This design comes from an exercise in tuning for small area, a short achievable clock period and few clock cycles per item on the open sky130 flow, not from production work.
In this exercise RTL edits were held to simulation tests only and were not proved equivalent to the original.
Power and IR drop assume default switching activity.

## design/flow/config.mk

```make
export PLATFORM = sky130hd
export DESIGN_NAME = fc_layer_engine
export DESIGN_NICKNAME = fc_layer_engine
export VERILOG_FILES = /design/flow/design.v
export SDC_FILE = /design/flow/constraint.sdc
export NUM_CORES = 4
export LEC_CHECK = 0
export CAP_MARGIN = 20
export CORE_MARGIN = 2
export CORE_UTILIZATION = 55
export SETUP_SLACK_MARGIN = 5.0
export SLEW_MARGIN = 20
```

## design/flow/constraint.sdc

```tcl
create_clock -name core_clock -period 8.5 [get_ports {clk}]
set_input_delay 1.7000 -clock core_clock [delete_from_list [all_inputs] [get_ports {clk}]]
set_output_delay 1.7000 -clock core_clock [all_outputs]
set_load 0.01 [all_outputs]
```

## design/flow/design.v

```verilog
package fc_pkg;
    localparam int SAT_W = 64;
    function automatic int idx_w(input int n);
        if (n > 1) begin
            idx_w = $clog2(n);
        end else begin
            idx_w = 1;
        end
    endfunction
endpackage
module fc_mac_lane (
    input  logic                   clk,
    input  logic                   first,
    input  logic [4:0]             one,
    input  logic [4:0]             two,
    input  logic [4:0]             neg,
    input  logic [4:0]             nsg,
    input  logic [4:0]             nz,
    input  logic [8:0]             weight,
    input  logic [10:0]            bias,
    output logic [19:0]            res
);
    localparam logic [9:0] KC_HI = 10'd683;
    localparam logic [9:0] KC_HM = 10'd682;
    logic [18:0] r_a, r_b;
    logic [5:0] r_u;
    logic r_c;
    logic [18:0] x, bg;
    logic [24:0] k;
    logic [9:0] w1, w2;
    logic [53:0] fs, fc;
    logic [4:0] hs, hc;
    assign w1 = {weight[8], weight};
    assign w2 = {weight, 1'b0};
    assign k = {bias[10] ? KC_HM : KC_HI, {4{bias[10]}}, bias};
    assign x  = first ? k[18:0] : r_a;
    assign bg = first ? 19'd0 : r_b;
    logic [9:0] m0, pp0;
    assign m0 = ({10{one[0]}} & w1) | ({10{two[0]}} & w2);
    assign pp0 = {~((nz[0] & weight[8]) ^ nsg[0]), m0[8:0] ^ {9{neg[0]}}};
    logic [9:0] m1, pp1;
    assign m1 = ({10{one[1]}} & w1) | ({10{two[1]}} & w2);
    assign pp1 = {~((nz[1] & weight[8]) ^ nsg[1]), m1[8:0] ^ {9{neg[1]}}};
    logic [9:0] m2, pp2;
    assign m2 = ({10{one[2]}} & w1) | ({10{two[2]}} & w2);
    assign pp2 = {~((nz[2] & weight[8]) ^ nsg[2]), m2[8:0] ^ {9{neg[2]}}};
    logic [9:0] m3, pp3;
    assign m3 = ({10{one[3]}} & w1) | ({10{two[3]}} & w2);
    assign pp3 = {~((nz[3] & weight[8]) ^ nsg[3]), m3[8:0] ^ {9{neg[3]}}};
    logic [9:0] m4, pp4;
    assign m4 = ({10{one[4]}} & w1) | ({10{two[4]}} & w2);
    assign pp4 = {~((nz[4] & weight[8]) ^ nsg[4]), m4[8:0] ^ {9{neg[4]}}};
    assign fs[0] = neg[0] ^ x[0] ^ bg[0];
    assign fc[0] = (neg[0] & x[0]) | (bg[0] & (neg[0] ^ x[0]));
    assign fs[1] = x[1] ^ bg[1] ^ pp0[1];
    assign fc[1] = (x[1] & bg[1]) | (pp0[1] & (x[1] ^ bg[1]));
    assign fs[2] = neg[1] ^ x[2] ^ bg[2];
    assign fc[2] = (neg[1] & x[2]) | (bg[2] & (neg[1] ^ x[2]));
    assign fs[3] = pp0[2] ^ pp1[0] ^ fs[2];
    assign fc[3] = (pp0[2] & pp1[0]) | (fs[2] & (pp0[2] ^ pp1[0]));
    assign fs[4] = x[3] ^ bg[3] ^ pp0[3];
    assign fc[4] = (x[3] & bg[3]) | (pp0[3] & (x[3] ^ bg[3]));
    assign fs[5] = pp1[1] ^ fc[2] ^ fs[4];
    assign fc[5] = (pp1[1] & fc[2]) | (fs[4] & (pp1[1] ^ fc[2]));
    assign fs[6] = neg[2] ^ x[4] ^ bg[4];
    assign fc[6] = (neg[2] & x[4]) | (bg[4] & (neg[2] ^ x[4]));
    assign fs[7] = pp0[4] ^ pp1[2] ^ pp2[0];
    assign fc[7] = (pp0[4] & pp1[2]) | (pp2[0] & (pp0[4] ^ pp1[2]));
    assign fs[8] = fs[6] ^ fc[4] ^ fs[7];
    assign fc[8] = (fs[6] & fc[4]) | (fs[7] & (fs[6] ^ fc[4]));
    assign fs[9] = x[5] ^ bg[5] ^ pp0[5];
    assign fc[9] = (x[5] & bg[5]) | (pp0[5] & (x[5] ^ bg[5]));
    assign fs[10] = pp1[3] ^ pp2[1] ^ fc[6];
    assign fc[10] = (pp1[3] & pp2[1]) | (fc[6] & (pp1[3] ^ pp2[1]));
    assign fs[11] = fc[7] ^ fs[9] ^ fs[10];
    assign fc[11] = (fc[7] & fs[9]) | (fs[10] & (fc[7] ^ fs[9]));
    assign fs[12] = neg[3] ^ x[6] ^ bg[6];
    assign fc[12] = (neg[3] & x[6]) | (bg[6] & (neg[3] ^ x[6]));
    assign fs[13] = pp0[6] ^ pp1[4] ^ pp2[2];
    assign fc[13] = (pp0[6] & pp1[4]) | (pp2[2] & (pp0[6] ^ pp1[4]));
    assign fs[14] = pp3[0] ^ fs[12] ^ fc[9];
    assign fc[14] = (pp3[0] & fs[12]) | (fc[9] & (pp3[0] ^ fs[12]));
    assign fs[15] = fs[13] ^ fc[10] ^ fs[14];
    assign fc[15] = (fs[13] & fc[10]) | (fs[14] & (fs[13] ^ fc[10]));
    assign fs[16] = x[7] ^ bg[7] ^ pp0[7];
    assign fc[16] = (x[7] & bg[7]) | (pp0[7] & (x[7] ^ bg[7]));
    assign fs[17] = pp1[5] ^ pp2[3] ^ pp3[1];
    assign fc[17] = (pp1[5] & pp2[3]) | (pp3[1] & (pp1[5] ^ pp2[3]));
    assign fs[18] = fc[12] ^ fc[13] ^ fs[16];
    assign fc[18] = (fc[12] & fc[13]) | (fs[16] & (fc[12] ^ fc[13]));
    assign fs[19] = fs[17] ^ fc[14] ^ fs[18];
    assign fc[19] = (fs[17] & fc[14]) | (fs[18] & (fs[17] ^ fc[14]));
    assign fs[20] = neg[4] ^ x[8] ^ bg[8];
    assign fc[20] = (neg[4] & x[8]) | (bg[8] & (neg[4] ^ x[8]));
    assign fs[21] = pp0[8] ^ pp1[6] ^ pp2[4];
    assign fc[21] = (pp0[8] & pp1[6]) | (pp2[4] & (pp0[8] ^ pp1[6]));
    assign fs[22] = pp3[2] ^ pp4[0] ^ fs[20];
    assign fc[22] = (pp3[2] & pp4[0]) | (fs[20] & (pp3[2] ^ pp4[0]));
    assign fs[23] = fc[16] ^ fc[17] ^ fs[21];
    assign fc[23] = (fc[16] & fc[17]) | (fs[21] & (fc[16] ^ fc[17]));
    assign fs[24] = fc[18] ^ fs[22] ^ fs[23];
    assign fc[24] = (fc[18] & fs[22]) | (fs[23] & (fc[18] ^ fs[22]));
    assign fs[25] = x[9] ^ bg[9] ^ pp0[9];
    assign fc[25] = (x[9] & bg[9]) | (pp0[9] & (x[9] ^ bg[9]));
    assign fs[26] = pp1[7] ^ pp2[5] ^ pp3[3];
    assign fc[26] = (pp1[7] & pp2[5]) | (pp3[3] & (pp1[7] ^ pp2[5]));
    assign fs[27] = pp4[1] ^ fc[20] ^ fc[21];
    assign fc[27] = (pp4[1] & fc[20]) | (fc[21] & (pp4[1] ^ fc[20]));
    assign fs[28] = fs[25] ^ fs[26] ^ fc[22];
    assign fc[28] = (fs[25] & fs[26]) | (fc[22] & (fs[25] ^ fs[26]));
    assign fs[29] = fc[23] ^ fs[27] ^ fs[28];
    assign fc[29] = (fc[23] & fs[27]) | (fs[28] & (fc[23] ^ fs[27]));
    assign fs[30] = x[10] ^ bg[10] ^ pp1[8];
    assign fc[30] = (x[10] & bg[10]) | (pp1[8] & (x[10] ^ bg[10]));
    assign fs[31] = pp2[6] ^ pp3[4] ^ pp4[2];
    assign fc[31] = (pp2[6] & pp3[4]) | (pp4[2] & (pp2[6] ^ pp3[4]));
    assign fs[32] = fc[25] ^ fc[26] ^ fs[30];
    assign fc[32] = (fc[25] & fc[26]) | (fs[30] & (fc[25] ^ fc[26]));
    assign fs[33] = fs[31] ^ fc[27] ^ fs[32];
    assign fc[33] = (fs[31] & fc[27]) | (fs[32] & (fs[31] ^ fc[27]));
    assign fs[34] = x[11] ^ bg[11] ^ pp1[9];
    assign fc[34] = (x[11] & bg[11]) | (pp1[9] & (x[11] ^ bg[11]));
    assign fs[35] = pp2[7] ^ pp3[5] ^ pp4[3];
    assign fc[35] = (pp2[7] & pp3[5]) | (pp4[3] & (pp2[7] ^ pp3[5]));
    assign fs[36] = fc[30] ^ fc[31] ^ fs[34];
    assign fc[36] = (fc[30] & fc[31]) | (fs[34] & (fc[30] ^ fc[31]));
    assign fs[37] = fs[35] ^ fc[32] ^ fs[36];
    assign fc[37] = (fs[35] & fc[32]) | (fs[36] & (fs[35] ^ fc[32]));
    assign fs[38] = x[12] ^ bg[12] ^ pp2[8];
    assign fc[38] = (x[12] & bg[12]) | (pp2[8] & (x[12] ^ bg[12]));
    assign fs[39] = pp3[6] ^ pp4[4] ^ fc[34];
    assign fc[39] = (pp3[6] & pp4[4]) | (fc[34] & (pp3[6] ^ pp4[4]));
    assign fs[40] = fc[35] ^ fs[38] ^ fc[36];
    assign fc[40] = (fc[35] & fs[38]) | (fc[36] & (fc[35] ^ fs[38]));
    assign fs[41] = fs[39] ^ fc[37] ^ fs[40];
    assign fc[41] = (fs[39] & fc[37]) | (fs[40] & (fs[39] ^ fc[37]));
    assign fs[42] = x[13] ^ bg[13] ^ pp2[9];
    assign fc[42] = (x[13] & bg[13]) | (pp2[9] & (x[13] ^ bg[13]));
    assign fs[43] = pp3[7] ^ pp4[5] ^ fc[38];
    assign fc[43] = (pp3[7] & pp4[5]) | (fc[38] & (pp3[7] ^ pp4[5]));
    assign fs[44] = fs[42] ^ fc[39] ^ fs[43];
    assign fc[44] = (fs[42] & fc[39]) | (fs[43] & (fs[42] ^ fc[39]));
    assign fs[45] = x[14] ^ bg[14] ^ pp3[8];
    assign fc[45] = (x[14] & bg[14]) | (pp3[8] & (x[14] ^ bg[14]));
    assign fs[46] = pp4[6] ^ fc[42] ^ fs[45];
    assign fc[46] = (pp4[6] & fc[42]) | (fs[45] & (pp4[6] ^ fc[42]));
    assign fs[47] = fc[43] ^ fs[46] ^ fc[44];
    assign fc[47] = (fc[43] & fs[46]) | (fc[44] & (fc[43] ^ fs[46]));
    assign fs[48] = x[15] ^ bg[15] ^ pp3[9];
    assign fc[48] = (x[15] & bg[15]) | (pp3[9] & (x[15] ^ bg[15]));
    assign fs[49] = pp4[7] ^ fc[45] ^ fs[48];
    assign fc[49] = (pp4[7] & fc[45]) | (fs[48] & (pp4[7] ^ fc[45]));
    assign fs[50] = x[16] ^ bg[16] ^ pp4[8];
    assign fc[50] = (x[16] & bg[16]) | (pp4[8] & (x[16] ^ bg[16]));
    assign fs[51] = fc[48] ^ fs[50] ^ fc[49];
    assign fc[51] = (fc[48] & fs[50]) | (fc[49] & (fc[48] ^ fs[50]));
    assign fs[52] = x[17] ^ bg[17] ^ pp4[9];
    assign fc[52] = (x[17] & bg[17]) | (pp4[9] & (x[17] ^ bg[17]));
    assign fs[53] = x[18] ^ bg[18] ^ fc[52];
    assign fc[53] = (x[18] & bg[18]) | (fc[52] & (x[18] ^ bg[18]));
    assign hs[0] = fc[28] ^ fs[33];
    assign hc[0] = fc[28] & fs[33];
    assign hs[1] = fc[33] ^ fs[37];
    assign hc[1] = fc[33] & fs[37];
    assign hs[2] = fc[40] ^ fs[44];
    assign hc[2] = fc[40] & fs[44];
    assign hs[3] = fc[46] ^ fs[49];
    assign hc[3] = fc[46] & fs[49];
    assign hs[4] = fc[50] ^ fs[52];
    assign hc[4] = fc[50] & fs[52];
    always_ff @(posedge clk) begin
        r_a <= {hc[4], hs[4], hc[3], hs[3], hc[2], hs[2], hc[1], hc[0], hs[0], fc[24], fc[19], fc[15], fc[11], fc[8], fc[5], fc[3], fc[1], fc[0], pp0[0]};
        r_b <= {fs[53], fc[51], fs[51], fc[47], fs[47], fc[41], fs[41], hs[1], fc[29], fs[29], fs[24], fs[19], fs[15], fs[11], fs[8], fs[5], fs[3], fs[1], fs[0]};
        r_c <= fc[53];
        r_u <= first ? k[24:19] : r_u + 6'(r_c);
    end
    logic [24:0] acc_a, acc_b;
    assign acc_a = {r_u, r_a};
    assign acc_b = {5'd0, r_c, r_b};
    logic [24:0] cg, cp;
    assign cg = acc_a & acc_b;
    assign cp = acc_a ^ acc_b;
    logic lo_g0, lo_p0;
    assign lo_g0 = cg[1] | (cp[1] & cg[0]);
    assign lo_p0 = cp[1] & cp[0];
    logic lo_g1, lo_p1;
    assign lo_g1 = cg[3] | (cp[3] & cg[2]);
    assign lo_p1 = cp[3] & cp[2];
    logic lo_g2, lo_p2;
    assign lo_g2 = cg[5] | (cp[5] & cg[4]);
    assign lo_p2 = cp[5] & cp[4];
    logic lo_g3, lo_p3;
    assign lo_g3 = cg[7] | (cp[7] & cg[6]);
    assign lo_p3 = cp[7] & cp[6];
    logic lo_g4, lo_p4;
    assign lo_g4 = cg[9] | (cp[9] & cg[8]);
    assign lo_p4 = cp[9] & cp[8];
    logic lo_g5, lo_p5;
    assign lo_g5 = cg[11] | (cp[11] & cg[10]);
    assign lo_p5 = cp[11] & cp[10];
    logic lo_g6, lo_p6;
    assign lo_g6 = cg[13] | (cp[13] & cg[12]);
    assign lo_p6 = cp[13] & cp[12];
    logic lo_g7, lo_p7;
    assign lo_g7 = lo_g1 | (lo_p1 & lo_g0);
    assign lo_p7 = lo_p1 & lo_p0;
    logic lo_g8, lo_p8;
    assign lo_g8 = lo_g3 | (lo_p3 & lo_g2);
    assign lo_p8 = lo_p3 & lo_p2;
    logic lo_g9, lo_p9;
    assign lo_g9 = lo_g5 | (lo_p5 & lo_g4);
    assign lo_p9 = lo_p5 & lo_p4;
    logic lo_g10, lo_p10;
    assign lo_g10 = lo_g8 | (lo_p8 & lo_g7);
    assign lo_p10 = lo_p8 & lo_p7;
    logic lo_g11, lo_p11;
    assign lo_g11 = lo_g9 | (lo_p9 & lo_g10);
    assign lo_p11 = lo_p9 & lo_p10;
    logic lo_g12, lo_p12;
    assign lo_g12 = lo_g2 | (lo_p2 & lo_g7);
    assign lo_p12 = lo_p2 & lo_p7;
    logic lo_g13, lo_p13;
    assign lo_g13 = lo_g4 | (lo_p4 & lo_g10);
    assign lo_p13 = lo_p4 & lo_p10;
    logic lo_g14, lo_p14;
    assign lo_g14 = lo_g6 | (lo_p6 & lo_g11);
    assign lo_p14 = lo_p6 & lo_p11;
    logic lo_g15, lo_p15;
    assign lo_g15 = cg[2] | (cp[2] & lo_g0);
    assign lo_p15 = cp[2] & lo_p0;
    logic lo_g16, lo_p16;
    assign lo_g16 = cg[4] | (cp[4] & lo_g7);
    assign lo_p16 = cp[4] & lo_p7;
    logic lo_g17, lo_p17;
    assign lo_g17 = cg[6] | (cp[6] & lo_g12);
    assign lo_p17 = cp[6] & lo_p12;
    logic lo_g18, lo_p18;
    assign lo_g18 = cg[8] | (cp[8] & lo_g10);
    assign lo_p18 = cp[8] & lo_p10;
    logic lo_g19, lo_p19;
    assign lo_g19 = cg[10] | (cp[10] & lo_g13);
    assign lo_p19 = cp[10] & lo_p13;
    logic lo_g20, lo_p20;
    assign lo_g20 = cg[12] | (cp[12] & lo_g11);
    assign lo_p20 = cp[12] & lo_p11;
    logic lo_g21, lo_p21;
    assign lo_g21 = cg[14] | (cp[14] & lo_g14);
    assign lo_p21 = cp[14] & lo_p14;
    logic hi_g0, hi_p0;
    assign hi_g0 = cg[16] | (cp[16] & cg[15]);
    assign hi_p0 = cp[16] & cp[15];
    logic hi_g1, hi_p1;
    assign hi_g1 = cg[18] | (cp[18] & cg[17]);
    assign hi_p1 = cp[18] & cp[17];
    logic hi_g2, hi_p2;
    assign hi_g2 = cg[20] | (cp[20] & cg[19]);
    assign hi_p2 = cp[20] & cp[19];
    logic hi_g3, hi_p3;
    assign hi_g3 = cg[22] | (cp[22] & cg[21]);
    assign hi_p3 = cp[22] & cp[21];
    logic hi_g4, hi_p4;
    assign hi_g4 = cg[24] | (cp[24] & cg[23]);
    assign hi_p4 = cp[24] & cp[23];
    logic hi_g5, hi_p5;
    assign hi_g5 = hi_g1 | (hi_p1 & hi_g0);
    assign hi_p5 = hi_p1 & hi_p0;
    logic hi_g6, hi_p6;
    assign hi_g6 = hi_g3 | (hi_p3 & hi_g2);
    assign hi_p6 = hi_p3 & hi_p2;
    logic hi_g7, hi_p7;
    assign hi_g7 = hi_g6 | (hi_p6 & hi_g5);
    assign hi_p7 = hi_p6 & hi_p5;
    logic hi_g8, hi_p8;
    assign hi_g8 = hi_g2 | (hi_p2 & hi_g5);
    assign hi_p8 = hi_p2 & hi_p5;
    logic hi_g9, hi_p9;
    assign hi_g9 = hi_g4 | (hi_p4 & hi_g7);
    assign hi_p9 = hi_p4 & hi_p7;
    logic hi_g10, hi_p10;
    assign hi_g10 = cg[17] | (cp[17] & hi_g0);
    assign hi_p10 = cp[17] & hi_p0;
    logic hi_g11, hi_p11;
    assign hi_g11 = cg[19] | (cp[19] & hi_g5);
    assign hi_p11 = cp[19] & hi_p5;
    logic hi_g12, hi_p12;
    assign hi_g12 = cg[21] | (cp[21] & hi_g8);
    assign hi_p12 = cp[21] & hi_p8;
    logic hi_g13, hi_p13;
    assign hi_g13 = cg[23] | (cp[23] & hi_g7);
    assign hi_p13 = cp[23] & hi_p7;
    logic [14:0] lo_s;
    logic c15;
    logic [9:0] hi0, hi1;
    assign lo_s[0] = cp[0];
    assign lo_s[1] = cp[1] ^ cg[0];
    assign lo_s[2] = cp[2] ^ lo_g0;
    assign lo_s[3] = cp[3] ^ lo_g15;
    assign lo_s[4] = cp[4] ^ lo_g7;
    assign lo_s[5] = cp[5] ^ lo_g16;
    assign lo_s[6] = cp[6] ^ lo_g12;
    assign lo_s[7] = cp[7] ^ lo_g17;
    assign lo_s[8] = cp[8] ^ lo_g10;
    assign lo_s[9] = cp[9] ^ lo_g18;
    assign lo_s[10] = cp[10] ^ lo_g13;
    assign lo_s[11] = cp[11] ^ lo_g19;
    assign lo_s[12] = cp[12] ^ lo_g11;
    assign lo_s[13] = cp[13] ^ lo_g20;
    assign lo_s[14] = cp[14] ^ lo_g14;
    assign c15 = lo_g21;
    assign hi0[0] = cp[15];
    assign hi1[0] = ~cp[15];
    assign hi0[1] = cp[16] ^ cg[15];
    assign hi1[1] = cp[16] ^ (cg[15] | cp[15]);
    assign hi0[2] = cp[17] ^ hi_g0;
    assign hi1[2] = cp[17] ^ (hi_g0 | hi_p0);
    assign hi0[3] = cp[18] ^ hi_g10;
    assign hi1[3] = cp[18] ^ (hi_g10 | hi_p10);
    assign hi0[4] = cp[19] ^ hi_g5;
    assign hi1[4] = cp[19] ^ (hi_g5 | hi_p5);
    assign hi0[5] = cp[20] ^ hi_g11;
    assign hi1[5] = cp[20] ^ (hi_g11 | hi_p11);
    assign hi0[6] = cp[21] ^ hi_g8;
    assign hi1[6] = cp[21] ^ (hi_g8 | hi_p8);
    assign hi0[7] = cp[22] ^ hi_g12;
    assign hi1[7] = cp[22] ^ (hi_g12 | hi_p12);
    assign hi0[8] = cp[23] ^ hi_g7;
    assign hi1[8] = cp[23] ^ (hi_g7 | hi_p7);
    assign hi0[9] = cp[24] ^ hi_g13;
    assign hi1[9] = cp[24] ^ (hi_g13 | hi_p13);
    logic [8:0] eq_z, eq_o;
    assign eq_z[0] = (acc_a[15] | acc_b[15]) == cp[16];
    assign eq_o[0] = (acc_a[15] & acc_b[15]) != cp[16];
    assign eq_z[1] = (acc_a[16] | acc_b[16]) == cp[17];
    assign eq_o[1] = (acc_a[16] & acc_b[16]) != cp[17];
    assign eq_z[2] = (acc_a[17] | acc_b[17]) == cp[18];
    assign eq_o[2] = (acc_a[17] & acc_b[17]) != cp[18];
    assign eq_z[3] = (acc_a[18] | acc_b[18]) == cp[19];
    assign eq_o[3] = (acc_a[18] & acc_b[18]) != cp[19];
    assign eq_z[4] = (acc_a[19] | acc_b[19]) == cp[20];
    assign eq_o[4] = (acc_a[19] & acc_b[19]) != cp[20];
    assign eq_z[5] = (acc_a[20] | acc_b[20]) == cp[21];
    assign eq_o[5] = (acc_a[20] & acc_b[20]) != cp[21];
    assign eq_z[6] = (acc_a[21] | acc_b[21]) == cp[22];
    assign eq_o[6] = (acc_a[21] & acc_b[21]) != cp[22];
    assign eq_z[7] = (acc_a[22] | acc_b[22]) == cp[23];
    assign eq_o[7] = (acc_a[22] & acc_b[22]) != cp[23];
    assign eq_z[8] = (acc_a[23] | acc_b[23]) == cp[24];
    assign eq_o[8] = (acc_a[23] & acc_b[23]) != cp[24];
    logic all_z, all_o, ovf0, ovf1;
    assign all_z = &eq_z;
    assign all_o = &eq_o;
    assign ovf0 = !((all_z && !cp[15]) || (all_o && cp[15]));
    assign ovf1 = !((all_z && cp[15]) || (all_o && !cp[15]));
    assign res = {hi1[9], hi0[9], ovf1, ovf0, c15, lo_s};
endmodule
module fc_layer_engine #(
    parameter int N_IN  = 64,
    parameter int N_OUT = 16,
    parameter int DW    = 10,
    parameter int WW    = 9,
    parameter int BW    = 11,
    parameter int ACCW  = 25,
    parameter int OW    = 16,
    parameter int SHIFT = 0
) (
    input  logic                       clk,
    input  logic                       rst_n,
    input  logic                       in_valid,
    input  logic [DW-1:0]              in_data,
    output logic                       in_ready,
    output logic [fc_pkg::idx_w(N_IN)-1:0] w_addr,
    input  logic [N_OUT*WW-1:0]        weight,
    input  logic [N_OUT*BW-1:0]        bias,
    output logic                       out_valid,
    input  logic                       out_ready,
    output logic [OW-1:0]              out_data,
    output logic [fc_pkg::idx_w(N_OUT)-1:0] out_idx,
    output logic                       layer_done
);
    localparam int IN_W  = fc_pkg::idx_w(N_IN);
    localparam int OUT_W = fc_pkg::idx_w(N_OUT);
    localparam int ND    = (DW + 1) / 2;       
    localparam int RW    = OW + 4;             
    logic                   r_in_ready;
    logic                   r_in_stall;  
    logic [IN_W-1:0]        r_in_cnt;
    logic                   r_cnt_zero;  
    logic                   r_cnt_last;  
    logic                   r_pend;      
    logic                   r_last;      
    logic                   r_fin;       
    logic                   r_ob_full;   
    logic [OUT_W-1:0]       r_rd_idx;    
    logic                   r_rd_last;   
    logic [N_OUT-1:0]       r_rd_oh;     
    logic                   r_out_valid;
    logic                   r_out_vint;  
    logic [OUT_W-1:0]       r_out_idx;
    logic                   r_out_last;  
    logic [OW-1:0]          r_out_data;
    logic                   r_done;
    logic [RW-1:0]          r_obuf [N_OUT];
    logic [RW-1:0]          w_raw  [N_OUT];
    localparam int NG = 4;
    logic [ND-1:0]          g_one [NG];
    logic [ND-1:0]          g_two [NG];
    logic [ND-1:0]          g_neg [NG];
    logic [ND-1:0]          g_nsg [NG];
    logic [ND-1:0]          g_nz  [NG];
    logic                   g_first [NG];
    logic [N_OUT*WW-1:0]    r_w;
    logic [N_OUT*BW-1:0]    r_bias;      
    logic                   w_in_fire;
    logic                   w_out_fire;
    logic                   w_capture;
    logic                   w_move;
    logic [IN_W-1:0]        w_in_cnt_n;
    logic                   w_pend_n;
    logic                   w_ob_full_n;
    logic                   w_in_ready_n;
    logic                   w_out_vint_n;
    logic [N_OUT-1:0]       w_sel;
    logic [ND-1:0]          w_one, w_two, w_neg;
    logic [DW:0]            w_xe;
    logic [RW-1:0]          w_rd;
    logic                   w_sgn, w_ovf;
    assign in_ready   = r_in_ready;
    assign w_addr     = r_in_cnt;
    assign out_valid  = r_out_valid;
    assign out_idx    = r_out_idx;
    assign out_data   = r_out_data;
    assign layer_done = r_done;
    assign w_in_fire  = in_valid && !r_in_stall;
    assign w_out_fire = r_out_vint && out_ready;
    assign w_capture  = r_fin && !r_ob_full && (!r_out_vint || out_ready);
    assign w_move     = r_ob_full && (!r_out_vint || out_ready);
    assign w_in_cnt_n  = w_in_fire ? r_in_cnt + IN_W'(1) : r_in_cnt;
    assign w_pend_n    = (w_in_fire && r_cnt_last) || (r_pend && !w_capture);
    assign w_ob_full_n = w_capture || (r_ob_full && !(w_move && r_rd_last));
    assign w_out_vint_n = w_move || (r_out_vint && !w_out_fire);
    assign w_in_ready_n = !(w_in_fire ? r_cnt_last : r_cnt_zero) || !w_pend_n
                          || (!w_ob_full_n && !w_out_vint_n);
    assign w_xe = {in_data, 1'b0};
    genvar d;
    generate
        for (d = 0; d < ND; d++) begin : g_booth
            logic b2, b1, b0;
            assign b0 = w_xe[2*d];
            assign b1 = w_xe[2*d+1];
            assign b2 = (2*d+2 <= DW) ? w_xe[2*d+2] : w_xe[DW];
            assign w_one[d] = b1 ^ b0;
            assign w_two[d] = (b2 & ~b1 & ~b0) | (~b2 & b1 & b0);
            assign w_neg[d] = b2 & ~(b1 & b0);
        end
    endgenerate
    always_ff @(posedge clk or negedge rst_n) begin
        if (!rst_n) begin
            r_in_ready  <= 1'b0;
            r_in_stall  <= 1'b1;
            r_in_cnt    <= '0;
            r_cnt_zero  <= 1'b1;
            r_cnt_last  <= 1'b0;
            r_pend      <= 1'b0;
            r_last      <= 1'b0;
            r_fin       <= 1'b0;
            r_ob_full   <= 1'b0;
            r_rd_idx    <= '0;
            r_rd_last   <= 1'b0;
            r_out_valid <= 1'b0;
            r_out_vint  <= 1'b0;
            r_out_idx   <= '0;
            r_out_last  <= 1'b0;
            r_done      <= 1'b0;
        end else begin
            r_in_cnt    <= w_in_cnt_n;
            r_cnt_zero  <= (w_in_cnt_n == '0);
            r_cnt_last  <= (w_in_cnt_n == IN_W'(N_IN - 1));
            r_pend      <= w_pend_n;
            r_in_ready  <= w_in_ready_n;
            r_in_stall  <= !w_in_ready_n;
            r_last      <= w_in_fire && r_cnt_last;
            r_fin       <= r_last || (r_fin && !w_capture);
            r_ob_full   <= w_ob_full_n;
            if (w_capture) begin
                r_rd_idx  <= '0;
                r_rd_last <= 1'b0;
            end else if (w_move) begin
                r_rd_idx  <= r_rd_idx + OUT_W'(1);
                r_rd_last <= (r_rd_idx == OUT_W'(N_OUT - 2));
            end
            if (w_move) begin
                r_out_valid <= 1'b1;
                r_out_vint  <= 1'b1;
                r_out_idx   <= r_rd_idx;
                r_out_last  <= r_rd_last;
            end else if (w_out_fire) begin
                r_out_valid <= 1'b0;
                r_out_vint  <= 1'b0;
            end
            r_done      <= w_out_fire && r_out_last;
        end
    end
    always_ff @(posedge clk) begin
        r_w <= weight;
        r_bias <= bias;
    end
    genvar g;
    generate
        for (g = 0; g < NG; g++) begin : g_stage1
            logic [ND-1:0] one_q, two_q, neg_q, nsg_q, nz_q;
            logic          first_q;
            logic [ND-1:0] one_d, two_d, neg_d, nsg_d, nz_d;
            logic          first_d;
            localparam bit INV = (g % 2) == 1;
            logic fire;
            assign fire    = (g < 2) ? (in_valid && r_in_ready) : (in_valid && !r_in_stall);
            assign one_d   = fire ? w_one : '0;
            assign two_d   = fire ? w_two : '0;
            assign neg_d   = fire ? w_neg : '0;
            assign nsg_d   = fire ? w_neg : '1;
            assign nz_d    = fire ? (w_one | w_two) : '0;
            assign first_d = fire && r_cnt_zero;
            always_ff @(posedge clk) begin
                one_q   <= INV ? ~one_d : one_d;
                two_q   <= INV ? ~two_d : two_d;
                neg_q   <= INV ? ~neg_d : neg_d;
                nsg_q   <= INV ? ~nsg_d : nsg_d;
                nz_q    <= INV ? ~nz_d  : nz_d;
                first_q <= INV ? ~first_d : first_d;
            end
            assign g_one[g]   = INV ? ~one_q : one_q;
            assign g_two[g]   = INV ? ~two_q : two_q;
            assign g_neg[g]   = INV ? ~neg_q : neg_q;
            assign g_nsg[g]   = INV ? ~nsg_q : nsg_q;
            assign g_nz[g]    = INV ? ~nz_q  : nz_q;
            assign g_first[g] = INV ? ~first_q : first_q;
        end
    endgenerate
    genvar k;
    generate
        for (k = 0; k < N_OUT; k++) begin : g_lane
            localparam int G = k / (N_OUT / NG);
            fc_mac_lane u_lane (
                .clk    (clk),
                .first  (g_first[G]),
                .one    (g_one[G]),
                .two    (g_two[G]),
                .neg    (g_neg[G]),
                .nsg    (g_nsg[G]),
                .nz     (g_nz[G]),
                .weight (r_w[k*WW +: WW]),
                .bias   (r_bias[k*BW +: BW]),
                .res    (w_raw[k])
            );
        end
    endgenerate
    always_ff @(posedge clk) begin
        if (w_capture) begin
            for (int i = 0; i < N_OUT; i++) begin
                r_obuf[i] <= w_raw[i];
            end
        end
    end
    always_ff @(posedge clk) begin
        if (w_capture) begin
            r_rd_oh <= N_OUT'(1);
        end else if (w_move) begin
            r_rd_oh <= {r_rd_oh[N_OUT-2:0], r_rd_oh[N_OUT-1]};
        end
    end
    assign w_sel = w_move ? r_rd_oh : {r_rd_oh[0], r_rd_oh[N_OUT-1:1]};
    always_comb begin
        w_rd = '0;
        for (int i = 0; i < N_OUT; i++) begin
            w_rd = w_rd | (w_sel[i] ? r_obuf[i] : '0);
        end
    end
    assign w_sgn = w_rd[OW-1] ? w_rd[OW+3] : w_rd[OW+2];
    assign w_ovf = w_rd[OW-1] ? w_rd[OW+1] : w_rd[OW];
    always_ff @(posedge clk) begin
        r_out_data <= {w_sgn, w_ovf ? {(OW-1){!w_sgn}} : w_rd[OW-2:0]};
    end
endmodule
```

## design/flow/flow/run.sh

```bash
#!/bin/bash
# Own layout flow, built on the standard flow (standard.sh):
#  1. the standard synthesis, unchanged (bash standard.sh synth);
#  2. flow/polarity.py re-wires the inverters around full-adder cells in the synthesized
#     netlist (a full adder fed complemented inputs gives complemented outputs), which removes
#     inverters; no flip-flop, port or other cell changes (the original netlist is kept as
#     1_2_yosys.std.v);
#  3. the standard ORFS layout steps (bash standard.sh finish) with the port buffers made of
#     plain buffers and a larger setup-repair margin, so that timing repair keeps working
#     towards a shorter clock period. The clock period and constraints are the design's.
# Each step writes its full output to a log file of its own in this folder.
set -euo pipefail
MARGIN=$(cat flow/margin.txt)
R=orfs/results/${FLOW_PLATFORM:-sky130hd}/fc_layer_engine/base
bash standard.sh synth > synth.log 2>&1
cp "$R/1_2_yosys.v" "$R/1_2_yosys.std.v"
python3 flow/polarity.py "$R/1_2_yosys.std.v" "$R/1_2_yosys.pol.v" > polarity.log 2>&1
mv "$R/1_2_yosys.pol.v" "$R/1_2_yosys.v"
rm -f "$R/1_synth.odb" "$R/1_synth.sdc"
bash standard.sh finish SETUP_SLACK_MARGIN="$MARGIN" \
    BUFFER_PORTS_ARGS="-buffer_cell sky130_fd_sc_hd__buf_1" > layout.log 2>&1
test -f out/final.def
```

## design/flow/flow/margin.txt

```
5.5
```

## design/flow/flow/polarity.py

```python
#!/usr/bin/env python3
"""Re-wire inverters around full-adder cells in a flat Yosys netlist.

A full adder with all three inputs complemented produces both outputs complemented, so each
fa cell may be fed complemented inputs if its readers are given complemented outputs. This
picks, per fa cell, whether to do so (local search) to minimise the inverters needed, then
writes the netlist with the inverters rebuilt: one inverter per net that some reader needs
complemented. Only inverter cells and the nets around fa cells change; other cells, the
flip-flops and the ports stay as they are.
usage: polarity.py in.v out.v
"""
import re
import sys
import random
from collections import defaultdict

INV_RE = re.compile(r'^sky130_fd_sc_hd__(inv|clkinv)_\d+$')
FA_RE = re.compile(r'^sky130_fd_sc_hd__fa_\d+$')


def main():
    src = open(sys.argv[1]).read()
    m = re.search(r'(module\s+(\w+)\s*\(.*?\);)(.*?)(endmodule)', src, re.S)
    head, body = m.group(1), m.group(3)
    # split body into statements
    stmts = [s.strip() for s in re.split(r';', body) if s.strip()]
    decls, cells, assigns = [], [], []
    for s in stmts:
        if re.match(r'^(input|output|inout|wire|reg)\b', s):
            decls.append(s)
        elif s.startswith('assign'):
            assigns.append(s)
        else:
            mm = re.match(r'^(\S+)\s+(\S+)\s*\((.*)\)$', s, re.S)
            if not mm:
                raise SystemExit(f"cannot parse: {s[:80]}")
            typ, name, conns = mm.groups()
            pins = {}
            for p, n in re.findall(r'\.(\w+)\(([^()]*)\)', conns):
                pins[p] = n.strip()
            cells.append([typ, name, pins])
    outpins = {'X', 'Y', 'Q', 'Q_N', 'SUM', 'COUT', 'HI', 'LO'}
    # inverter graph
    inv_of = {}  # output net -> input net
    for typ, name, pins in cells:
        if INV_RE.match(typ):
            inv_of[pins['Y']] = pins['A']

    def resolve(net):
        """net -> (base net, parity) through inverter chains"""
        p = 0
        seen = 0
        while net in inv_of:
            net = inv_of[net]
            p ^= 1
            seen += 1
            if seen > 100:
                raise SystemExit("inverter loop")
        return net, p

    assign_nets = set()
    for a in assigns:
        for n in re.findall(r"[A-Za-z_\\][\w\\\[\]\.$:]*(?:\[\d+\])?", a):
            assign_nets.add(n)
    port_nets = set()
    for d in decls:
        if d.startswith('output'):
            for n in re.findall(r'(\w+)\s*$', d):
                port_nets.add(n)
    fa_cells = [c for c in cells if FA_RE.match(c[0])]
    fa_index = {c[1]: i for i, c in enumerate(fa_cells)}
    fa_out = {}  # base net -> fa idx driving it
    for i, (typ, name, pins) in enumerate(fa_cells):
        for p in ('SUM', 'COUT'):
            if p in pins and pins[p]:
                fa_out[pins[p]] = i
    # readers: list of (base net, parity, consumer fa idx or -1, cell ref, pin)
    readers = []
    for ci, (typ, name, pins) in enumerate(cells):
        if INV_RE.match(typ):
            continue
        for p, n in pins.items():
            if p in outpins or n == '' or p == 'CLK':
                continue
            b, par = resolve(n)
            fi = fa_index.get(name, -1) if FA_RE.match(typ) else -1
            readers.append([b, par, fi, ci, p])
    fixed_reads = []
    for n in assign_nets | port_nets:
        if n in inv_of:
            b, par = resolve(n)
            fixed_reads.append((b, par, n))
    by_net = defaultdict(list)
    for r in readers:
        by_net[r[0]].append(r)
    for b, par, n in fixed_reads:
        by_net[b].append([b, par, -1, None, n])
    nets_of_fa = defaultdict(set)
    for b, rs in by_net.items():
        if b in fa_out:
            nets_of_fa[fa_out[b]].add(b)
        for r in rs:
            if r[2] >= 0:
                nets_of_fa[r[2]].add(b)
    x = [0] * len(fa_cells)

    def net_cost(b):
        xd = x[fa_out[b]] if b in fa_out else 0
        need = False
        for r in by_net[b]:
            xc = x[r[2]] if r[2] >= 0 else 0
            if r[1] ^ xd ^ xc:
                need = True
                break
        return 1 if need else 0

    def total():
        return sum(net_cost(b) for b in by_net)

    before_inv = sum(1 for c in cells if INV_RE.match(c[0]))
    best = total()
    sys.stderr.write(f"inverter cells before: {before_inv}, needed with no flips: {best}\n")
    best_x = list(x)
    best_c = best
    for seed in range(6):
        rng = random.Random(seed)
        x[:] = [0] * len(fa_cells) if seed == 0 else [rng.randint(0, 1) for _ in fa_cells]
        order = list(range(len(fa_cells)))
        for it in range(60):
            improved = False
            rng.shuffle(order)
            for i in order:
                nets = nets_of_fa[i]
                c0 = sum(net_cost(b) for b in nets)
                x[i] ^= 1
                c1 = sum(net_cost(b) for b in nets)
                if c1 < c0 or (c1 == c0 and rng.random() < 0.3):
                    improved |= c1 < c0
                else:
                    x[i] ^= 1
            if not improved and it > 10:
                break
        c = total()
        if c < best_c:
            best_c, best_x = c, list(x)
    x[:] = best_x
    after = total()
    sys.stderr.write(f"needed after flips: {after}, flipped fa: {sum(x)}\n")
    # rebuild: drop all inverters; for each base net that needs a complement, one inverter
    new_cells = []
    for c in cells:
        if not INV_RE.match(c[0]):
            new_cells.append(c)
    comp = {}
    k = 0

    def comp_net(b):
        nonlocal k
        if b not in comp:
            nn = f"_pinv{k}_"
            k += 1
            comp[b] = nn
            new_cells.append(["sky130_fd_sc_hd__inv_1", f"_pinvc{k}_", {"A": b, "Y": nn}])
        return comp[b]

    extra_assign = []
    for b, rs in by_net.items():
        xd = x[fa_out[b]] if b in fa_out else 0
        for r in rs:
            xc = x[r[2]] if r[2] >= 0 else 0
            need = r[1] ^ xd ^ xc
            if r[3] is None:
                # a net read by an assign/port: drive it from b or its complement
                extra_assign.append((r[4], comp_net(b) if need else b))
                continue
            cells[r[3]][2][r[4]] = comp_net(b) if need else b
    # fa outputs keep their nets; every reference now uses base nets or new complements
    # the outputs of flipped fa cells carry complemented values: give those nets new names
    ren = {}
    for i, (typ, name, pins) in enumerate(fa_cells):
        if x[i]:
            for p in ('SUM', 'COUT'):
                if p in pins and pins[p]:
                    ren[pins[p]] = f"_pflip{len(ren)}_"
    for i, c in enumerate(fa_cells):
        if x[i]:
            c[1] = c[1] + "_pf" if not c[1].startswith("\\") else c[1] + "_pf"
    for b in list(ren):
        if b in port_nets or b in assign_nets:
            raise SystemExit(f"flipped fa drives a port or assign: {b}")
    for c in new_cells:
        for p in list(c[2]):
            if c[2][p] in ren:
                c[2][p] = ren[c[2][p]]
    extra_assign = [(l, ren.get(r, r)) for l, r in extra_assign]

    def esc(n):
        return n + " " if n.startswith("\\") else n

    out = [head]
    for d in decls:
        out.append("  " + d + " ;")
    for nn in list(comp.values()) + list(ren.values()):
        out.append(f"  wire {nn};")
    for typ, name, pins in new_cells:
        conns = ", ".join(f".{p}({esc(n)})" for p, n in pins.items())
        out.append(f"  {typ} {esc(name)} ({conns});")
    for a in assigns:
        out.append("  " + a + " ;")
    for lhs, rhs in extra_assign:
        out.append(f"  assign {esc(lhs)} = {esc(rhs)};")
    out.append("endmodule")
    open(sys.argv[2], 'w').write("\n".join(out) + "\n")
    sys.stderr.write(f"inverter cells after: {len(comp)}\n")


if __name__ == "__main__":
    main()
```

## design/flow/standard.sh

```bash
#!/bin/bash
# synth_recipe.tcl (not shown) runs the flow's synth.tcl, then flattens the netlist and writes it again
# the make line also repeats each setting of config.mk as NAME=value (left out here)
make -C /OpenROAD-flow-scripts/flow DESIGN_CONFIG=/design/flow/config.mk WORK_HOME=/design/flow/orfs CLKGATE_MAP_FILE= SYNTH_SCRIPT=/design/flow/synth_recipe.tcl "${@:-finish}"
```

==> flow_summary.ini, run 1 <==
[setup_path]
critical_path_class = in2reg
crit_path_end_kind = flop
worstPathArrival_ns = 4.06
crit_required_ns = 9.25
r2r_cells = 10
r2r_setup_slack_ns = 5.38
startpoint_type = primary input
path_max_fanout = 7

[cts]
cts_made_buffers = 171
cts_tree = yes
clkLatencyLatePin_ns = 0.84
clock_path_buffers = 3
clkSlewWorstSetupHoldPaths_ns = 0.07
ctsHtreeMaxLevel = 4
cts_hold_buffers = 0
cts_root_buffer = clkbuf_16
cts_num_sinks = 1522

[synthesis]
synth_nets = 9833
synthCells = 7956
yosys_warnings = 17
synth_area_mm2 = 0.0916
avgSynthCellArea_um2 = 11.5

[placement]
gp_congestion = 0.997
io_buffers = 362
post-dp-hpwl_mm = 221

[min_path]
hold_path_class = reg2reg
hold-path-cell-count = 1

[routing]
drc_errors = 0
vias = 64700
ant_nets = 0
wl_mm = 322
viasPerCell = 5.97
drtIter0Drc = 6722
first_pass_iters = 6
wl_per_cell_um = 29.7

[sta]
slew_violations = 0
report.final.setup_viol = 0
hold_ws_ns = 0.429
finalCritPeriodShare_pct = 39.0
grt_setup_unrepaired = yes
fin_skew_ns = 0.0300
finalSetupTns_ns = 0
period_minus_slack_ns = 3.31
hold_viol = 0
slew_headroom_pct = 36.8
fmax_mhz = 302
worst_pin_slew_ns = 0.948

[pwr]
irDropWorstVdd_v = 0.000243
p_leak_nw = 45.8
power_density_mw_per_mm2 = 403

[floorplanning]
core_mm2 = 0.165
start_util_pct = 55.4
ios = 363
rows = 149
die_h_um = 412
die_x_um = 412
die_area_mm2 = 0.170

[global_route]
grt-ovfl-total = 0
grt_first_pass_wirelength_mm = 460
grt_start_max_net_pins = 82
grt_usage_pct = 37.6
grt_pass1_vias = 65600
antenna_found_initial = 32

[run_status]
status = timing/DRC/antenna clean

[run]
maxCapViolCount = 0

[finish]
drive_above_1_share_pct = 15.5
fillers = 12700
nNetsFinal = 10400
area_delta_synth_final_pct = 18.3
-- power breakdown --
group          internal [mW]  leakage [nW]  switching (mW)
registers               10.3          13.0            1.91
logic                   10.4          29.9            13.1
clock network           4.70          2.94            3.28
-- final cells by class --
class                   count  area, um2  area share [%]
well taps                2189       2740            2.53
clock buffers             219       4920            4.55
multi-input cells        5278      55200            51.0
repair buffers            794       7310            6.75
clock inverters           100       1140            1.05
flip-flops and latches   1522      34100            31.5
inverters                 733       2910            2.68
diodes                      9       22.5          0.0208
-- critical path, cell delays in order --
cell	delay, ns
buf_8	0.09
nand2b_4	0.24
nand2_8	0.10
buf_6	0.18
mux2_4	0.33
buf_4	0.15
buf_4	0.15
a222oi_1	0.28
nand4_1	0.22
buf_4	0.21
a21o_4	0.28
o22ai_2	0.11
-- repair_timing --
action,4_1_cts,5_1_grt
cloned,49,16
gates resized for setup,580,288
pin swaps,114,147
endpoints found under the setup margin,788,176
buffers inserted,167,138
-- final timing paths --
| kind | startpoint | to |
|---|---|---|
| hold reg to reg | r_last | r_fin |
| setup reg to reg | r_ob_full | r_out_data[10] |
| hold / removal | r_last | r_fin |
| max in group asynchronous | rst_n | r_in_ready |
| min in group asynchronous | rst_n | r_done |
| setup / recovery | out_ready | r_out_data[10] |
-- per-layer routing --
metal  global-route usage (%)  wire length (um)
met2                     57.4            144000
met5                        0               128
met3                     8.29             31600
met1                     51.9            132000
met4                     15.6             15300
-- layout by cell type (no fill, tap or decap), types with 21 or more instances in the layout --
master         n
dfxtp_1     1069
fa_1         938
xnor2_1      792
inv_1        687
ha_1         510
a22oi_1      385
nand2_1      340
buf_1        331
edfxtp_1     320
o22ai_1      317
xor2_1       301
buf_4        251
nor2_1       205
clkbuf_16    197
nand2b_1     144
and2_1       128
mux2i_1      124
a21o_1       113
nand4_1      100
a21oi_1       92
fa_2          86
mux2_2        82
o21ai_0       71
buf_12        69
nor2b_1       68
buf_6         62
clkinvlp_4    56
dfxtp_2       54
dfxtp_4       53
nand3_1       36
clkinv_2      34
a31oi_1       33
nor4_1        32
a22o_1        32
bufbuf_16     30
mux2_4        25
clkbuf_8      24
a221oi_1      23
and3_1        21
-- metrics by stage --
step	utilization [%]	cell area [um2]	power, mW	setup slack, ns	std cells
after global placement	57.4	94700	32.8	3.34	10100
after CTS	64.1	106000	43.0	5.31	10700
after detailed placement	57.4	94700	33.6	3.33	10100
after global routing	65.6	108000	47.2	5.22	10800
after floorplan	-	91900	26.0	4.88	7956
final	65.6	108000	43.6	5.19	10800
-- sequential cells by signal, indices dropped and copies added (netlist names), 6 cells and up --
name,cells
g_stage1.one_q,20
r_w,144
r_out_data,16
g_lane.u_lane.r_b,304
g_stage1.nz_q,20
g_lane.u_lane.r_a,304
r_bias,176
g_lane.u_lane.r_u,96
g_lane.u_lane.r_c,16
g_stage1.nsg_q,20
r_in_cnt,6
g_stage1.neg_q,20
g_stage1.two_q,20
r_rd_oh,16
r_obuf,320
Testbench counts, summed over its fixed seeds: cycles 12,440, items 192.
==> run 2, diff against run 1 <==
--- a/design/flow/design.v
+++ b/design/flow/design.v
@@ -418,8 +418,6 @@
     logic                   w_pend_n;
     logic                   w_ob_full_n;
     logic                   w_in_ready_n;
-    logic                   w_out_vint_n;
-    logic [N_OUT-1:0]       w_sel;
     logic [ND-1:0]          w_one, w_two, w_neg;
     logic [DW:0]            w_xe;
     logic [RW-1:0]          w_rd;
@@ -432,14 +430,12 @@
     assign layer_done = r_done;
     assign w_in_fire  = in_valid && !r_in_stall;
     assign w_out_fire = r_out_vint && out_ready;
-    assign w_capture  = r_fin && !r_ob_full && (!r_out_vint || out_ready);
+    assign w_capture  = r_fin && !r_ob_full;
     assign w_move     = r_ob_full && (!r_out_vint || out_ready);
     assign w_in_cnt_n  = w_in_fire ? r_in_cnt + IN_W'(1) : r_in_cnt;
     assign w_pend_n    = (w_in_fire && r_cnt_last) || (r_pend && !w_capture);
     assign w_ob_full_n = w_capture || (r_ob_full && !(w_move && r_rd_last));
-    assign w_out_vint_n = w_move || (r_out_vint && !w_out_fire);
-    assign w_in_ready_n = !(w_in_fire ? r_cnt_last : r_cnt_zero) || !w_pend_n
-                          || (!w_ob_full_n && !w_out_vint_n);
+    assign w_in_ready_n = !(w_in_fire ? r_cnt_last : r_cnt_zero) || !w_pend_n || !w_ob_full_n;
     assign w_xe = {in_data, 1'b0};
     genvar d;
     generate
@@ -568,16 +564,17 @@
             r_rd_oh <= {r_rd_oh[N_OUT-2:0], r_rd_oh[N_OUT-1]};
         end
     end
-    assign w_sel = w_move ? r_rd_oh : {r_rd_oh[0], r_rd_oh[N_OUT-1:1]};
     always_comb begin
         w_rd = '0;
         for (int i = 0; i < N_OUT; i++) begin
-            w_rd = w_rd | (w_sel[i] ? r_obuf[i] : '0);
+            w_rd = w_rd | (r_rd_oh[i] ? r_obuf[i] : '0);
         end
     end
     assign w_sgn = w_rd[OW-1] ? w_rd[OW+3] : w_rd[OW+2];
     assign w_ovf = w_rd[OW-1] ? w_rd[OW+1] : w_rd[OW];
     always_ff @(posedge clk) begin
-        r_out_data <= {w_sgn, w_ovf ? {(OW-1){!w_sgn}} : w_rd[OW-2:0]};
+        if (w_move) begin
+            r_out_data <= {w_sgn, w_ovf ? {(OW-1){!w_sgn}} : w_rd[OW-2:0]};
+        end
     end
 endmodule
==> design/flow/flow/margin.txt (replaced) <==
5.4
==> run 2 against run 1 <==
  * Still clean
  * First-iteration DRC count decreased by 11%
  * Flip-flop and latch count unchanged
  * Area after synthesis increased by 0.34%
  * Clock skew increased by 0.0063 ns
  * Sequential power about the same
  * Critical path type is now reg2out
  * Largest cell class unchanged
==> flow_summary.ini, run 2 <==
[placement]
post-dp-hpwl_mm = 209
place_inst = 10200
gp_congestion = 1.03
io_buffers = 362
place_ws_ns = 4.38

[routing]
drtIter0Drc = 5984
first_pass_iters = 6
viasPerCell = 5.84
ant_nets = 0
wl_per_cell_um = 27.3
drc_errors = 0
vias = 62500
wl_mm = 292

[setup_path]
r2r-start = g_stage1[1].first_q
r2r_cells = 7
crit_path_end_kind = output port
r2r_setup_slack_ns = 5.43
path_cells = clkbuf_2
cp_slowest_stage_delay_ns = 0.53
crit_required_ns = 6.80
cp.depth = 1
regToRegEndpoint = g_lane[4].u_lane.r_b[12]
path_buf_inv = 1
path_max_fanout = 1
crit_slowest_cell = edfxtp_1
startpoint_type = flop
critPathLaunch = r_out_data[0]
critical_path_class = reg2out
crit_end = out_data[0]
path_delay_family = flip-flops
worstPathArrival_ns = 1.55

[cts]
cts_num_sinks = 1522
clock_path_buffers = 3
ctsHtreeMaxLevel = 4
cts_made_buffers = 168
cts_root_buffer = clkbuf_16
cts_tree = yes
clkLatencyLatePin_ns = 0.83
clkSlewWorstSetupHoldPaths_ns = 0.07

[global_route]
grt_first_pass_wirelength_mm = 426
grt-ovfl-total = 0
grt_start_max_net_pins = 168
grt_pass1_vias = 63600
antenna_found_initial = 36
grt_usage_pct = 34.2

[min_path]
hold_path_class = reg2reg

[sta]
worst_pin_slew_ns = 1.21
finalSetupTns_ns = 0
slew_violations = 0
report.final.setup_viol = 0
slew_headroom_pct = 18.4
fmax_mhz = 308
grt_setup_unrepaired = yes
period_minus_slack_ns = 3.25
fin_skew_ns = 0.0363
hold_viol = 0
setup_slack_ns = 5.25
hold_ws_ns = 0.426
finalCritPeriodShare_pct = 38.2

[synthesis]
avgSynthCellArea_um2 = 11.5
yosys_warnings = 17
synth_area_mm2 = 0.0919
synthCells = 7999
synth_nets = 9876

[floorplanning]
ios = 363
start_util_pct = 55.2
die_area_mm2 = 0.170
die_h_um = 413
core_mm2 = 0.166
rows = 150
die_x_um = 413

[finish]
drive_above_1_share_pct = 9.84
layout_commonest_cell = dfxtp_1
fin_cells = 10700
area_delta_synth_final_pct = 13.4
reg_top3 = r_obuf: 320 flops, g_lane.u_lane.r_a: 304 flops, g_lane.u_lane.r_b: 304 flops
nNetsFinal = 10200
largest_register = r_obuf
largest_register_ff_count = 320
mostFrequentLayoutCells = dfxtp_1 (1089), fa_1 (999), xnor2_1 (789), inv_1 (723), ha_1 (519)

[pwr]
power_density_mw_per_mm2 = 411
finalPower_mw = 42.9
irDropWorstVdd_v = 0.000220
p_leak_nw = 43.8

[run]
maxCapViolCount = 0

[run_status]
status = timing/DRC/antenna clean
[run 2: changes by cell type in the layout (fill, tap and decap cells not counted), moves of 26 or more]
cell and delta:
a21o_1 -79, nand2b_1 +43, fa_1 +61, fa_2 -61
nand3_1 +38, buf_6 -36, dfxtp_4 -31, clkinvlp_4 -26
inv_1 +36, buf_12 -31, buf_4 -97, o21ai_0 +53
[run 2: metrics by stage]
| stage | utilization [%] | area (um2) |
|---|---|---|
| 2_1_floorplan | - | 92000 |
| 5_1_grt | 62.6 | 104000 |
| 3_3_place_gp | 57.1 | 95000 |
| 3_5_place_dp | 57.1 | 95000 |
| 6_report | 62.6 | 104000 |
| 4_1_cts | 61.6 | 103000 |
[run 2: layout make-up]
class	instances	area, um2
fillers	13400	62300
multi-input cells	5286	53800
flip-flops and latches	1522	34100
repair buffers	621	4760
clock buffers	216	4660
inverters	748	2890
well taps	2204	2760
clock inverters	96	1230
diodes	9	22.5
repair inverters	1	5.00
[run 2: report_power, final]
group / leakage (nW) / internal (mW) / switching [mW]
combinational: 27.9 / 9.66 / 13.0
sequential: 13.0 / 10.4 / 1.96
clock: 2.88 / 4.67 / 3.17
[run 2: worst register-to-register path, delay by kind of cell (launching register included)]
| family | cells | cell delay, ns |
|---|---|---|
| adders and majority gates | 4 | 1.79 |
| buffers and inverters | 2 | 0.56 |
| DFF | 1 | 0.42 |
| and+or+nand+nor | 1 | 0.19 |
[run 2: how the worst min path moves through the flow]
stage | start | endpoint | slack, ns | cells after the start
2_1_floorplan | r_last | r_fin | 0.40 | 1
3_3_place_gp | r_last | r_fin | 0.41 | 1
3_5_place_dp | r_last | r_fin | 0.42 | 1
4_1_cts | r_last | r_fin | 0.43 | 1
5_1_grt | r_last | r_fin | 0.46 | 1
6_report | r_last | r_fin | 0.43 | 1
[run 2: repair_timing]
| action | in CTS | in global routing |
|---|---|---|
| cloned | 16 | 15 |
| resized for setup | 179 | 183 |
| buffers inserted | 56 | 83 |
| pin swaps | 1 | 13 |
| hold buffers | 0 | 0 |
| setup endpoints to repair | 412 | 122 |
[run 2: layer usage]
metal  up-vias  global-route usage [%]  routed length (um)
met5         -                       0                 117
met4        20                    15.1               15300
met3       656                    6.95               24400
met2      2817                    52.2              131000
met1     31700                    47.2              121000
li1      27400                       -                   -
Testbench counts of run 2, summed over its fixed seeds: cycles 12,440, items 192.
==> run 3, diff against run 2 <==
--- a/design/flow/design.v
+++ b/design/flow/design.v
@@ -398,6 +398,8 @@
     logic [OUT_W-1:0]       r_out_idx;
     logic                   r_out_last;  
     logic [OW-1:0]          r_out_data;
+    logic [OW-1:0]          r_out_q;     
+    logic [OW-1:0]          w_out_new;
     logic                   r_done;
     logic [RW-1:0]          r_obuf [N_OUT];
     logic [RW-1:0]          w_raw  [N_OUT];
@@ -426,7 +428,7 @@
     assign w_addr     = r_in_cnt;
     assign out_valid  = r_out_valid;
     assign out_idx    = r_out_idx;
-    assign out_data   = r_out_data;
+    assign out_data   = r_out_q;
     assign layer_done = r_done;
     assign w_in_fire  = in_valid && !r_in_stall;
     assign w_out_fire = r_out_vint && out_ready;
@@ -572,9 +574,9 @@
     end
     assign w_sgn = w_rd[OW-1] ? w_rd[OW+3] : w_rd[OW+2];
     assign w_ovf = w_rd[OW-1] ? w_rd[OW+1] : w_rd[OW];
+    assign w_out_new = {w_sgn, w_ovf ? {(OW-1){!w_sgn}} : w_rd[OW-2:0]};
     always_ff @(posedge clk) begin
-        if (w_move) begin
-            r_out_data <= {w_sgn, w_ovf ? {(OW-1){!w_sgn}} : w_rd[OW-2:0]};
-        end
+        r_out_data <= w_move ? w_out_new : r_out_q;
+        r_out_q    <= w_move ? w_out_new : r_out_data;
     end
 endmodule
==> run 3 against run 2 <==
  * Die area rose by 0.23%
  * Sequential share of layout area about the same
  * Worst setup slack better by 0.088 ns
  * First-iteration DRC count fell by 2.2%
  * Clock skew is 0.0083 ns lower
  * Power is essentially flat
  * Utilization is 0.39 points higher
  * Flip-flop and latch count up 16
  * Register-to-register slack got worse by 0.05 ns
  * Count of clock-buffer cells in the layout up 2
  * Worst hold slack gained 0.012 ns
  * Sequential power about the same
  * Critical path type unchanged
  * Largest cell class unchanged
==> flow_summary.ini, run 3 <==
[cts]
cts_tree = yes
cts_made_buffers = 171
clkSlewWorstSetupHoldPaths_ns = 0.06
clock_path_buffers = 3
clkLatencyLatePin_ns = 0.82
cts_hold_buffers = 0
ctsHtreeMaxLevel = 4
cts_root_buffer = clkbuf_16
cts_num_sinks = 1538

[setup_path]
worstPathArrival_ns = 1.46
critical_path_class = reg2out
crit_slowest_cell = dfrtp_2
path_delay_family = flip-flops
cp_slowest_stage_delay_ns = 0.49
crit_required_ns = 6.80
crit_path_end_kind = output port
path_cells = buf_6
startpoint_type = flop
path_buf_inv = 1
path_max_fanout = 2

[finish]
nNetsFinal = 10200
reg_top3 = r_obuf: 320 flops, g_lane.u_lane.r_a: 304 flops, g_lane.u_lane.r_b: 304 flops
mostFrequentLayoutCells = dfxtp_1 (1110), fa_1 (986), xnor2_1 (793), inv_1 (714), ha_1 (514)
largest_register_ff_count = 320
drive_above_1_share_pct = 10.6
area_delta_synth_final_pct = 14.0
layout_commonest_cell = dfxtp_1
fillers = 13400
largest_register = r_obuf
final_cell_area_mm2 = 0.105

[routing]
vias = 62800
ant_nets = 0
wl_mm = 296
drtIter0Drc = 5852
drc_errors = 0
first_pass_iters = 6
wl_per_cell_um = 27.6
viasPerCell = 5.86

[synthesis]
avgSynthCellArea_um2 = 11.5
synth_area_mm2 = 0.0921
yosys_warnings = 17
synth_nets = 9892
synthCells = 8015

[pwr]
irDropWorstVdd_v = 0.000252
power_density_mw_per_mm2 = 408
p_leak_nw = 44.1

[sta]
fin_skew_ns = 0.0280
finalSetupTns_ns = 0
worst_pin_slew_ns = 1.43
hold_viol = 0
grt_setup_unrepaired = yes
report.final.setup_viol = 0
period_minus_slack_ns = 3.16
fmax_mhz = 316
slew_violations = 0
finalCritPeriodShare_pct = 37.2
slew_headroom_pct = 4.40

[run_status]
status = timing/DRC/antenna clean

[placement]
post-dp-hpwl_mm = 211
io_buffers = 362
placed_area_mm2 = 0.0954
gp_congestion = 1.01

[floorplanning]
rows = 150
die_x_um = 413
ios = 363
die_h_um = 413
start_util_pct = 55.3
die_area_mm2 = 0.171
core_mm2 = 0.167

[global_route]
antenna_found_initial = 32
use_met3_pct = 7.07
grt_start_max_net_pins = 163
busiest_layer = met2
grt-ovfl-total = 0
grt_usage_pct = 34.6
use_met2_pct = 53.9
grt_first_pass_wirelength_mm = 430
grt_util_met1_pct = 47.6
grt_pass1_vias = 64100

[run]
maxCapViolCount = 0

[min_path]
hold_path_class = reg2reg
==> run 3: per-layer routing <==
metal | wire (um) | up-vias
met3 | 25600 | 587
met5 | 162 | -
met2 | 135000 | 2724
met4 | 13500 | 26
met1 | 122000 | 32000
li1 | - | 27500
==> run 3: area by class of cell <==
class                           instances  area (um2)  share of cell area [%]
Multi-Input combinational cell       5294       54100                    51.6
Sequential cell                      1538       34300                    32.7
Timing Repair Buffer                  632        4960                    4.72
Clock buffer                          218        4800                    4.57
Inverter                              733        2810                    2.68
Tap cell                             2204        2760                    2.63
Clock inverter                         98        1190                    1.13
Antenna cell                            6        15.0                  0.0143
==> run 3: per-stage QoR <==
step | util (%) | power (mW) | setup WS [ns] | cells | hold WS (ns)
floorplan | - | 26.2 | 2.76 | 8015 | 0.399
global placement | 57.2 | 33.4 | 4.15 | 10200 | 0.412
detailed placement | 57.2 | 34.2 | 4.15 | 10200 | 0.420
CTS | 62.1 | 43.0 | 5.29 | 10600 | 0.432
global route | 63.0 | 46.4 | 5.28 | 10700 | 0.464
finish | 63.0 | 42.8 | 5.34 | 10700 | 0.438
==> run 3: timing repair <==
item | in CTS | in global routing
setup endpoints to repair | 446 | 130
gates resized for setup | 278 | 156
setup buffers | 51 | 94
pin swaps | 55 | 18
cloned | 18 | 10
==> run 3: path summary, 6_finish.rpt <==
path	slack, ns	end	start	cells after the start
min in group asynchronous	1.00	r_done	rst_n	1
worst max register to register	5.38	r_obuf[3][9]	g_lane[3].u_lane.r_b[0]	10
worst max-delay path	5.34	in_ready	r_in_ready	1
worst min register to register	0.44	r_out_q[15]	r_out_data[15]	2
max in group asynchronous	6.86	r_in_ready	rst_n	1
worst min-delay path	0.44	r_out_q[15]	r_out_data[15]	2
==> run 3: report_power, final <==
group          internal [mW]  switching (mW)  leakage [nW]
logic                   9.82            12.8          28.1
registers               10.4            1.88          13.1
clock network           4.70            3.23          2.91
total                   24.9            17.9          44.1
Testbench counts of run 3, summed over its fixed seeds: cycles 12,440, items 192.
==> run 4, diff against run 3 <==
==> design/flow/flow/margin.txt (replaced) <==
5.5
==> run 4 against run 3 <==
  * Combinational power up 5%
  * Maximum frequency down 1.4%
  * Worst hold slack worse by 0.011 ns
  * Count of clock-buffer cells in the layout grew 12
  * Critical path depth up 10
  * Utilization grew 1.1 points
  * Cell count increased by 0.65%
  * Critical endpoint is now r_obuf[3][14]
  * Largest power group unchanged
  * Highest routed layer unchanged
==> flow_summary.ini, run 4 <==
[finish]
drive_above_1_share_pct = 13.7
largest_register = r_obuf
layout_commonest_cell = dfxtp_1
largest_register_ff_count = 320
reg_top3 = r_obuf: 320 flops, g_lane.u_lane.r_a: 304 flops, g_lane.u_lane.r_b: 304 flops
nNetsFinal = 10300
area_delta_synth_final_pct = 16.0
mostFrequentLayoutCells = dfxtp_1 (1067), fa_1 (914), xnor2_1 (793), inv_1 (685), ha_1 (506)

[floorplanning]
die_area_mm2 = 0.171
die_h_um = 413
die_x_um = 413
start_util_pct = 55.3
rows = 150
core_mm2 = 0.167
ios = 363

[routing]
drtIter0Drc = 6334
viasPerCell = 5.86
met2_length_mm = 138
first_pass_iters = 6
wl_mm = 301
dr_wl_met3_mm = 27.8
highest_layer = met5
wl_per_cell_um = 27.9
vias = 63200
drc_errors = 0
met1Wirelength_mm = 124
ant_nets = 0

[synthesis]
yosys_warnings = 17
synthCells = 8015
synth_nets = 9892
avgSynthCellArea_um2 = 11.5
synth_area_mm2 = 0.0921

[setup_path]
worstPathArrival_ns = 3.75
critical_path_class = reg2reg
path_max_fanout = 2
crit_path_end_kind = flop
startpoint_type = flop
crit_required_ns = 9.04

[sta]
hold_ws_ns = 0.427
fin_skew_ns = 0.0298
worst_pin_slew_ns = 1.31
grt_setup_unrepaired = yes
slew_headroom_pct = 12.9
finalCritPeriodShare_pct = 37.7
finalSetupTns_ns = 0
period_minus_slack_ns = 3.21
hold_viol = 0
fmax_mhz = 312
report.final.setup_viol = 0
slew_violations = 0

[pwr]
irDropWorstVdd_v = 0.000264
p_leak_nw = 44.6
power_density_mw_per_mm2 = 411

[global_route]
antenna_found_initial = 28
grt-ovfl-total = 0
grt_start_max_net_pins = 157
grt_usage_pct = 35.1
grt_pass1_vias = 65000
grt_first_pass_wirelength_mm = 435

[cts]
cts_made_buffers = 170
clkSlewWorstSetupHoldPaths_ns = 0.06
clkLatencyLatePin_ns = 0.84
clock_path_buffers = 3
cts_tree = yes
cts_hold_buffers = 0
cts_num_sinks = 1538
ctsHtreeMaxLevel = 4
cts_root_buffer = clkbuf_16

[run]
maxCapViolCount = 0

[min_path]
hold_path_class = reg2reg

[run_status]
status = timing/DRC/antenna clean

[placement]
post-dp-hpwl_mm = 210
gp_congestion = 1.08
io_buffers = 362
## run 4: cell types whose count changed in the layout (fill, tap and decap cells not counted), sizes merged
cell / previous run / this run
buf: 597 / 650
bufbuf: 18 / 27
bufinv: 23 / 17
clkbuf: 235 / 248
clkinv: 52 / 46
clkinvlp: 27 / 40
diode: 6 / 15
inv: 729 / 714
## run 4: path summary, 6_finish.rpt
check	endpoint	depth (start not counted)	slack, ns	startpoint
max reg2reg	r_obuf[3][14]	11	5.29	g_lane[3].u_lane.r_b[0]
max	r_obuf[3][14]	11	5.29	g_lane[3].u_lane.r_b[0]
max in group asynchronous	r_out_vint	1	6.96	rst_n
min reg2reg	r_out_q[15]	2	0.43	r_out_data[15]
min in group asynchronous	r_in_cnt[3]	1	0.94	rst_n
min	r_out_q[15]	2	0.43	r_out_data[15]
## run 4: where the power goes
group / total [mW] / switching [mW] / internal (mW)
combinational: 23.7 / 13.3 / 10.4
clock: 7.84 / 3.28 / 4.56
sequential: 12.3 / 1.91 / 10.4
## run 4: layout make-up
class | count | area (um2)
Sequential cell | 1538 | 34400
Fill cell | 13200 | 59900
Tap cell | 2204 | 2760
Clock buffer | 230 | 4860
Timing Repair Buffer | 695 | 5910
Clock inverter | 84 | 1060
Multi-Input combinational cell | 5294 | 54900
Inverter | 733 | 2880
Antenna cell | 15 | 37.5
## run 4: metrics by stage
| stage | power (mW) | cell area (um2) | worst slack (ns) | utilization (%) | cells |
|---|---|---|---|---|---|
| 2_1_floorplan | 26.2 | 92400 | 2.76 | - | 8015 |
| 3_3_place_gp | 33.7 | 95400 | 4.34 | 57.2 | 10200 |
| 3_5_place_dp | 34.5 | 95400 | 4.31 | 57.2 | 10200 |
| 4_1_cts | 43.7 | 105000 | 5.27 | 62.9 | 10700 |
| 5_1_grt | 47.4 | 107000 | 5.21 | 64.1 | 10800 |
| 6_report | 43.9 | 107000 | 5.29 | 64.1 | 10800 |
## run 4: critical path, cell delays in order (launching register included)
cell and delay, ns:
dfxtp_2 0.34, ha_4 0.16, fa_2 0.44, inv_2 0.08, nor2b_2 0.05, o31a_1 0.26
a311o_1 0.36, a2111oi_4 0.35, o31ai_4 0.10, a31oi_1 0.17, inv_1 0.08, fa_2 0.53
## run 4: repair_timing
| action | CTS | global route |
|---|---|---|
| cloned | 29 | 10 |
| pin swaps | 86 | 80 |
| endpoints found under the setup margin | 514 | 200 |
| setup buffers | 103 | 92 |
| resized for setup | 449 | 270 |
## run 4: routing by layer
metal	vias to the layer above	GRT usage, %
met5	-	0
met4	20	12.4
met3	531	8.17
met2	2856	54.9
met1	32200	47.8
li1	27600	-

-- port drivers added, routing unchanged --
How much do the figures lean on ideal ports? The routed layouts below were timed once more, with nothing changed but the port constraints.
Step 1 (the two cells are an assumption about what drives the block):
set clk [get_ports {clk}]
set_driving_cell -lib_cell sky130_fd_sc_hd__clkbuf_16 $clk
set_driving_cell -lib_cell sky130_fd_sc_hd__buf_2 [delete_from_list [all_inputs] $clk]
Step 2 adds t to the input delays and takes it off the output delays; t is the mean of the earliest and latest rising clock arrival at the registers after step 1. Input paths then give back, and output paths get back, about the clock's delay inside the block.
a / b / c = ideal / step 1 / step 2; a / b = the first two.
| run | t, ns | slack for setup (ns) | hold WS [ns] | worst data-port slew with drivers (ns) |
|---|---|---|---|---|
| run 1 | 0.908 | 5.189 / 5.219 / 4.311 | 0.429 / 0.429 / 0.429 | 0.14 |
| run 2 | 0.891 | 5.249 / 5.166 / 4.828 | 0.426 / 0.426 / 0.426 | 0.12 |
| run 3 | 0.904 | 5.337 / 5.245 / 4.918 | 0.438 / 0.438 / 0.438 | 0.22 |
| run 4 | 0.909 | 5.294 / 5.242 / 4.718 | 0.427 / 0.427 / 0.427 | 0.20 |
After both steps every run listed still meets setup and hold. The setup slack of run 1, which loses most, moves by +0.030 ns with the drivers and by -0.878 ns with both steps.
